This is an optimization exercise on Yosys and OpenROAD, whose aim is small area, not a production implementation. Only simulation tests tie the RTL to the original design; equivalence was not proved. Power is estimated from default activity; no workload was simulated.

Design icmp_echo_reply_parser, start of the top module:
module icmp_echo_reply_parser (
    input  logic                                i_clk,
    input  logic                                i_rst_n,
    input  logic                                i_valid,
    output logic                                o_ready,
    input  icmp_pkg::t_in                       i_data,
    output logic                                o_valid,
    input  logic                                i_ready,
    output icmp_pkg::t_out                      o_data,
    input  logic                                i_cfg_we,
    input  logic [icmp_pkg::CFG_IDX_W-1:0]      i_cfg_idx,
    input  logic [icmp_pkg::CFG_DATA_W-1:0]     i_cfg_data
);
export LEC_CHECK = 0
export CAP_MARGIN = 20
export CORE_MARGIN = 2
export CORE_UTILIZATION = 55
export SLEW_MARGIN = 20
create_clock -name core_clock -period 10.0 [get_ports {i_clk}]
standard.sh (not shown) runs the stock make flow with config.mk's settings and CLKGATE_MAP_FILE= SYNTH_SCRIPT=/design/flow/synth_recipe.tcl, a recipe that flattens the netlist after the stock synthesis.
==> flow/flow/run.sh <==
#!/bin/bash
# Own flow: the standard layout (standard.sh with the standard flow's synthesis script
# synth_recipe.tcl), run from a copy of ORFS's scripts folder with these
# changes to how the layout is built:
#  - synthesis maps the logic with ABC's area script (ABC_AREA=1), and that
#    script (flow/abc_area.script) is an area-oriented one: dch + amap, twice;
#  - Yosys's extract_fa extracts full adders only (extract_fa -fa): half
#    adders are left to ABC, which maps them with fewer inverters.
#    Registers are mapped by dfflibmap as in the standard synthesis, so they
#    are the standard synthesis's registers (same names and cell types);
#  - the port buffers that global placement inserts are the smallest buffer,
#    sky130_fd_sc_hd__buf_1, instead of the cell buffer_ports picks itself;
#  - clock tree synthesis uses clkbuf_8 in small sink clusters and inserts no
#    dummy loads.
set -euo pipefail
here=$(pwd)
rm -rf "$here/scripts_abc"
cp -r "$FLOW_HOME/scripts" "$here/scripts_abc"
cp "$here/flow/abc_area.script" "$here/scripts_abc/abc_area.script"
sed -i 's/extract_fa {\*}\[dont_use_extract_fa_args\]/extract_fa -fa/' "$here/scripts_abc/synth.tcl"
grep -q 'extract_fa -fa$' "$here/scripts_abc/synth.tcl"
export BUFFER_PORTS_ARGS="-buffer_cell sky130_fd_sc_hd__buf_1"
export CTS_ARGS="-sink_clustering_enable -repair_clock_nets -sink_clustering_size 22 -sink_clustering_max_diameter 50 -buf_list sky130_fd_sc_hd__clkbuf_8 -dont_use_dummy_load"
bash standard.sh SCRIPTS_DIR="$here/scripts_abc" ABC_AREA=1 finish > standard_make.log 2>&1
==> flow/flow/abc_area.script <==
strash
dch
amap
strash
dch
amap
topo
stime -c
Next try:
--- a/flow/flow/run.sh
+++ b/flow/flow/run.sh
@@ -22,3 +22,3 @@
 export BUFFER_PORTS_ARGS="-buffer_cell sky130_fd_sc_hd__buf_1"
-export CTS_ARGS="-sink_clustering_enable -repair_clock_nets -sink_clustering_size 22 -sink_clustering_max_diameter 50 -buf_list sky130_fd_sc_hd__clkbuf_8 -dont_use_dummy_load"
+export CTS_ARGS="-sink_clustering_enable -repair_clock_nets -sink_clustering_size 18 -sink_clustering_max_diameter 60 -buf_list sky130_fd_sc_hd__clkbuf_8 -dont_use_dummy_load"
 bash standard.sh SCRIPTS_DIR="$here/scripts_abc" ABC_AREA=1 finish > standard_make.log 2>&1
Effect: Power is lower by 1.7%. Final area came out lower by 0.34%. Global-route usage stays flat. Clock power came out lower by 5.7%. Combinational power stays flat. Fmax barely changes.


Setup of JK:
icmp_echo_reply_parser, a different RTL version from the one above (not shown whole).
Size: roughly 1,200 cells after synthesis, about 340 flip-flops, ~190 I/O pins.
export LEC_CHECK = 0
export CAP_MARGIN = 20
export CORE_MARGIN = 2
export CORE_UTILIZATION = 65
export SLEW_MARGIN = 20
create_clock -name core_clock -period 10.0 [get_ports {i_clk}]
==> flow/flow/run.sh <==
#!/bin/bash
# Own flow: the standard layout (standard.sh, unchanged synthesis) with
# two changes to how the layout is built:
#  - the port buffers that global placement inserts are the smallest buffer,
#    sky130_fd_sc_hd__buf_1, instead of the cell buffer_ports picks itself;
#  - clock tree synthesis uses clkbuf_8 in small sink clusters and inserts no
#    dummy loads.
set -euo pipefail
export BUFFER_PORTS_ARGS="-buffer_cell sky130_fd_sc_hd__buf_1"
export CTS_ARGS="-sink_clustering_enable -repair_clock_nets -sink_clustering_size 20 -sink_clustering_max_diameter 60 -buf_list sky130_fd_sc_hd__clkbuf_8 -dont_use_dummy_load"
bash standard.sh > standard_make.log 2>&1
JK: flow completed, timing, DRC and antenna clean
#### Input delta (MS over JK)
- CORE_UTILIZATION changed from 65 to 55
==> flow/flow/run.sh <==
#!/bin/bash
# Own flow: the standard layout (standard.sh with the standard flow's synthesis script
# synth_recipe.tcl), run from a copy of ORFS's scripts folder with these
# changes to how the layout is built:
#  - synthesis maps the logic with ABC's area script (ABC_AREA=1), and that
#    script (flow/abc_area.script) is an area-oriented one: dch + amap, twice;
#  - Yosys's extract_fa extracts full adders only (extract_fa -fa): half
#    adders are left to ABC, which maps them with fewer inverters.
#    Registers are mapped by dfflibmap as in the standard synthesis, so they
#    are the standard synthesis's registers (same names and cell types);
#  - the port buffers that global placement inserts are the smallest buffer,
#    sky130_fd_sc_hd__buf_1, instead of the cell buffer_ports picks itself;
#  - clock tree synthesis uses clkbuf_8 in small sink clusters and inserts no
#    dummy loads.
set -euo pipefail
here=$(pwd)
rm -rf "$here/scripts_abc"
cp -r "$FLOW_HOME/scripts" "$here/scripts_abc"
cp "$here/flow/abc_area.script" "$here/scripts_abc/abc_area.script"
sed -i 's/extract_fa {\*}\[dont_use_extract_fa_args\]/extract_fa -fa/' "$here/scripts_abc/synth.tcl"
grep -q 'extract_fa -fa$' "$here/scripts_abc/synth.tcl"
export BUFFER_PORTS_ARGS="-buffer_cell sky130_fd_sc_hd__buf_1"
export CTS_ARGS="-sink_clustering_enable -repair_clock_nets -sink_clustering_size 18 -sink_clustering_max_diameter 60 -buf_list sky130_fd_sc_hd__clkbuf_8 -dont_use_dummy_load"
bash standard.sh SCRIPTS_DIR="$here/scripts_abc" ABC_AREA=1 finish > standard_make.log 2>&1
==> flow/flow/abc_area.script (new file) <==
strash
dch
amap
strash
dch
amap
topo
stime -c
Notes after the runs:
Going from JK to MS, post-synthesis compound-gate area fraction moved up; static leakage moved down. Relative to JK, the cell area after layout of MS is lower by about 4.7%.

afterwards: timing with drivers on the ports:
The results above use ideal ports. As a check the final layouts listed here were re-extracted and re-timed, cells and wires unchanged. Step 1 assumes that a clkbuf_16 drives the clock port and a buf_2 every other input. Step 2 also shifts input and output timing later by t, the mid clock arrival at the registers, as if the neighbouring blocks saw the same clock. a / b / c = ideal ports / drivers / drivers and shift; a / b = the first two.
run	t, ns	setup slack, ns	clock arrival spread, ns	worst data-port slew with drivers (ns)
the first run of note 1	0.638	2.492 / 2.518 / 1.880	0.044 / 0.044	0.08
the second run of note 1	0.615	2.501 / 2.527 / 1.912	0.050 / 0.050	0.07
JK	0.595	2.973 / 2.973 / 2.973	0.048 / 0.048	0.07
MS	0.616	3.815 / 3.839 / 3.223	0.044 / 0.044	0.07
After both steps setup and hold are still met in every run listed. The setup slack of the first run of note 1, which loses most, moves by +0.026 ns with the drivers and by -0.612 ns with both steps.
